Background: an optimization exercise with open tools, aiming at small area and few clock cycles. Do not read the settings as production practice. Function was checked by simulation only, so behaviour that the tests miss may differ from the original.

run 1:
==> flow/design.v (excerpt) <==
module mac_pipe_array #(
  parameter int LANES        = 4,
  parameter int IN_BITWIDTH  = 16,
  parameter int OUT_BITWIDTH = 32
) (
  input  logic                          clk,
  input  logic                          rst,
  input  logic                          in_valid,
  output logic                          in_ready,
  input  logic                          mode,
  input  logic                          in_last,
  input  logic [LANES*IN_BITWIDTH-1:0]  a_in,
  input  logic [LANES*IN_BITWIDTH-1:0]  w_in,
  input  logic [LANES*OUT_BITWIDTH-1:0] sum_in,
  output logic                          out_valid,
  input  logic                          out_ready,
  output logic [LANES*OUT_BITWIDTH-1:0] out,
  output logic [LANES-1:0]              out_sat
);
  logic w_adv;
  logic w_acc_step;
  logic r_out_valid;
  assign w_adv      = !r_out_valid || out_ready;
  assign in_ready   = w_adv;
  assign w_acc_step = in_valid && w_adv && (mac_pkg::mode_e'(mode) == mac_pkg::MODE_ACC);
  always_ff @(posedge clk or posedge rst) begin
    if (rst) begin
      r_out_valid <= 1'b0;
    end else if (w_adv) begin
      r_out_valid <= in_valid && ((mac_pkg::mode_e'(mode) == mac_pkg::MODE_PSUM) || in_last);
    end
  end
  assign out_valid = r_out_valid;
  for (genvar g = 0; g < LANES; g++) begin : g_lane
    mac_lane #(
      .IN_BITWIDTH (IN_BITWIDTH),
      .OUT_BITWIDTH(OUT_BITWIDTH)
    ) u_lane (
      .clk       (clk),
      .rst       (rst),
      .i_adv     (w_adv),
      .i_step    (w_acc_step),
      .i_mode    (mac_pkg::mode_e'(mode)),
      .i_last    (in_last),
      .i_a       (a_in[g*IN_BITWIDTH +: IN_BITWIDTH]),
      .i_w       (w_in[g*IN_BITWIDTH +: IN_BITWIDTH]),
      .i_sum     (sum_in[g*OUT_BITWIDTH +: OUT_BITWIDTH]),
      .o_out     (out[g*OUT_BITWIDTH +: OUT_BITWIDTH]),
      .o_sat     (out_sat[g])
    );
  end
endmodule
For scale: roughly 400 I/O pins, roughly 42000 um2 of cells after synthesis.
clock: 7.2 ns
lec_check: 0
cap_margin: 20
core_margin: 2
core_utilization: 60
gpl_timing_driven: 0
setup_slack_margin: 0.1
slew_margin: 20
synth_hierarchical: 1
standard.sh (not shown) runs the stock make flow with config.mk's settings and CLKGATE_MAP_FILE= SYNTH_SCRIPT=/design/flow/synth_recipe.tcl, a recipe that flattens the netlist after the stock synthesis.
==> flow/flow/run.sh <==
#!/bin/bash
# The standard layout, with the port buffers made from the smallest buffer cell and the
# buffers that synthesis put in taken out at floorplan (placement's repair adds back what the
# slew and capacitance limits need).
set -euo pipefail
bash standard.sh synth > synth.log 2>&1
bash standard.sh 'BUFFER_PORTS_ARGS=-buffer_cell sky130_fd_sc_hd__buf_1' REMOVE_ABC_BUFFERS=1 finish > layout.log 2>&1
Run 1 went all the way through synthesis, placement and routing and the layout is clean on timing, DRC and antenna.
Testbench counts of run 1, summed over its fixed seeds: cycles 12,008.
#### Input delta (run 2 over run 1)
- removing SETUP_SLACK_MARGIN (formerly 0.1)
==> comparison <==
Core occupancy in the finished layout of run 1 is on par with run 2.
The design area was comparable across run 2 and run 1.
Comparing run 2 with run 1, the total wirelength of the detailed-routed design came out essentially unchanged.
Diff run 1 -> run 2: final net count ~0 delta, antenna diode count +1.
Modified inputs, run 3 compared to run 2
==> flow/flow/run.sh <==
#!/bin/bash
# The standard layout, with the port buffers made from the smallest buffer cell.
set -euo pipefail
bash standard.sh synth > synth.log 2>&1
bash standard.sh 'BUFFER_PORTS_ARGS=-buffer_cell sky130_fd_sc_hd__buf_1' finish > layout.log 2>&1
Findings:
- The proportion of layout cells with a drive suffix above 1 in run 3 was lower than what run 2 gave.
- From run 2 to run 3 the numbers moved as follows: final standard cell count with taps included and fillers excluded rose by 3.7%, clock tree skew after final layout flat, time the final worst path needs with I/O delays and setup picked up an extra 0.015 ns.

== lane 1 ==
Another version of the RTL of mac_pipe_array (not shown whole).
Size: ~3800 cells after synthesis, about 0.040 mm2 of cells after synthesis.
clock: 7.2 ns
lec_check: 0
cap_margin: 20
core_margin: 2
core_utilization: 60
gpl_timing_driven: 0
setup_slack_margin: 0.1
slew_margin: 20
synth_hierarchical: 1
==> flow/flow/run.sh <==
#!/bin/bash
# The standard layout, with the port buffers made from the smallest buffer cell and the
# buffers that synthesis put in taken out at floorplan (placement's repair adds back what the
# slew and capacitance limits need).
set -euo pipefail
bash standard.sh synth > synth.log 2>&1
bash standard.sh 'BUFFER_PORTS_ARGS=-buffer_cell sky130_fd_sc_hd__buf_1' REMOVE_ABC_BUFFERS=1 finish > layout.log 2>&1
Testbench counts of lane 1, summed over its fixed seeds: cycles 12,008.
Inputs modified between lane 1 and lane 2:
Settings: changing CORE_UTILIZATION from 60 to 70.
--- outcome ---
Between lane 1 and lane 2, the area of the multi-input gates figures differ only marginally. Area added between synthesis and finish is lower on lane 2. [lane 2 vs lane 1] all-layer global routing usage: higher in lane 2. Between lane 1 and lane 2, the flow reports cell area decreasing slightly. Diff lane 2..lane 1 | maximum clock frequency | negligible. Compared lane 2 vs lane 1, and first-iteration DRC count is up in lane 2. Compare lane 2 and lane 1 | post-placement setup slack higher: lane 2. Minimum period implied by the final worst setup slack was higher in lane 1 than in lane 2. Between lane 2 and lane 1, met3 capacity usage during global routing is lower for lane 1, lane 2 comes in above that.

run a:
mac_pipe_array, a different RTL version from the one above (not shown whole).
Size in the first run: ~4100 cells after synthesis, ~270 flip-flops, roughly 400 I/O pins, ~42000 um2 of cells after synthesis.
clock: 7.2 ns
lec_check: 0
cap_margin: 20
core_margin: 2
core_utilization: 60
gpl_timing_driven: 0
slew_margin: 20
synth_hierarchical: 1
run.sh (not shown) runs the stock make flow with config.mk's settings and CLKGATE_MAP_FILE= SYNTH_SCRIPT=/design/flow/synth_recipe.tcl, a recipe that flattens the netlist after the stock synthesis.
Stock flow here: none of the scripts above is used.
Testbench counts of run a, summed over its fixed seeds: cycles 12,008.
## Diff of input files: run b against run a
- removing GPL_TIMING_DRIVEN (formerly 0)
Notes after the runs:
The final area in run b sits about 6% above the value recorded for run a. The largest net degree at the start of global routing number comes out lower for run a vs run b. Run b completed every stage of the flow, and the final layout passed the timing, DRC and antenna checks. From run a to run b the numbers moved as follows: final worst-path setup slack now sits higher, global-route usage moved up.

static timing again, ports no longer ideal:
The results above use ideal ports. As a check the final layouts listed here were re-extracted and re-timed, cells and wires unchanged. Step 1 (the two cells are an assumption about what drives the block):
set clk [get_ports {clk}]
set_driving_cell -lib_cell sky130_fd_sc_hd__clkbuf_16 $clk
set_driving_cell -lib_cell sky130_fd_sc_hd__buf_2 [delete_from_list [all_inputs] $clk]
Step 2 moves the port delays by t, midway between the first and last clock arrival at a register: inputs arrive t later, outputs are due t later. That takes back most of the time a late clock gives input paths. Slacks: no drivers / after step 1 / after step 2; pairs: no drivers / after step 1.
run | t (ns) | slack for setup (ns) | worst register clock-pin slew, ns | pins driven straight from the clock port
run 1 | 0.639 | 0.251 / 0.267 / -0.373 | 0.07 / 0.07 | 1
run 2 | 0.643 | 0.175 / 0.205 / -0.438 | 0.07 / 0.07 | 1
run 3 | 0.629 | 0.160 / 0.149 / -0.480 | 0.08 / 0.08 | 1
lane 1 | 0.645 | 0.193 / 0.205 / -0.439 | 0.07 / 0.07 | 1
lane 2 | 0.638 | 0.200 / 0.239 / -0.399 | 0.07 / 0.07 | 1
run a | 0.615 | 0.175 / 0.197 / -0.418 | 0.07 / 0.07 | 1
run b | 0.615 | 0.287 / 0.296 / -0.319 | 0.07 / 0.07 | 1
With both steps, setup timing fails in every run listed, where it was met with ideal ports. For run 3, which loses most, drivers alone change the setup slack by -0.011 ns; drivers and shift together by -0.640 ns.
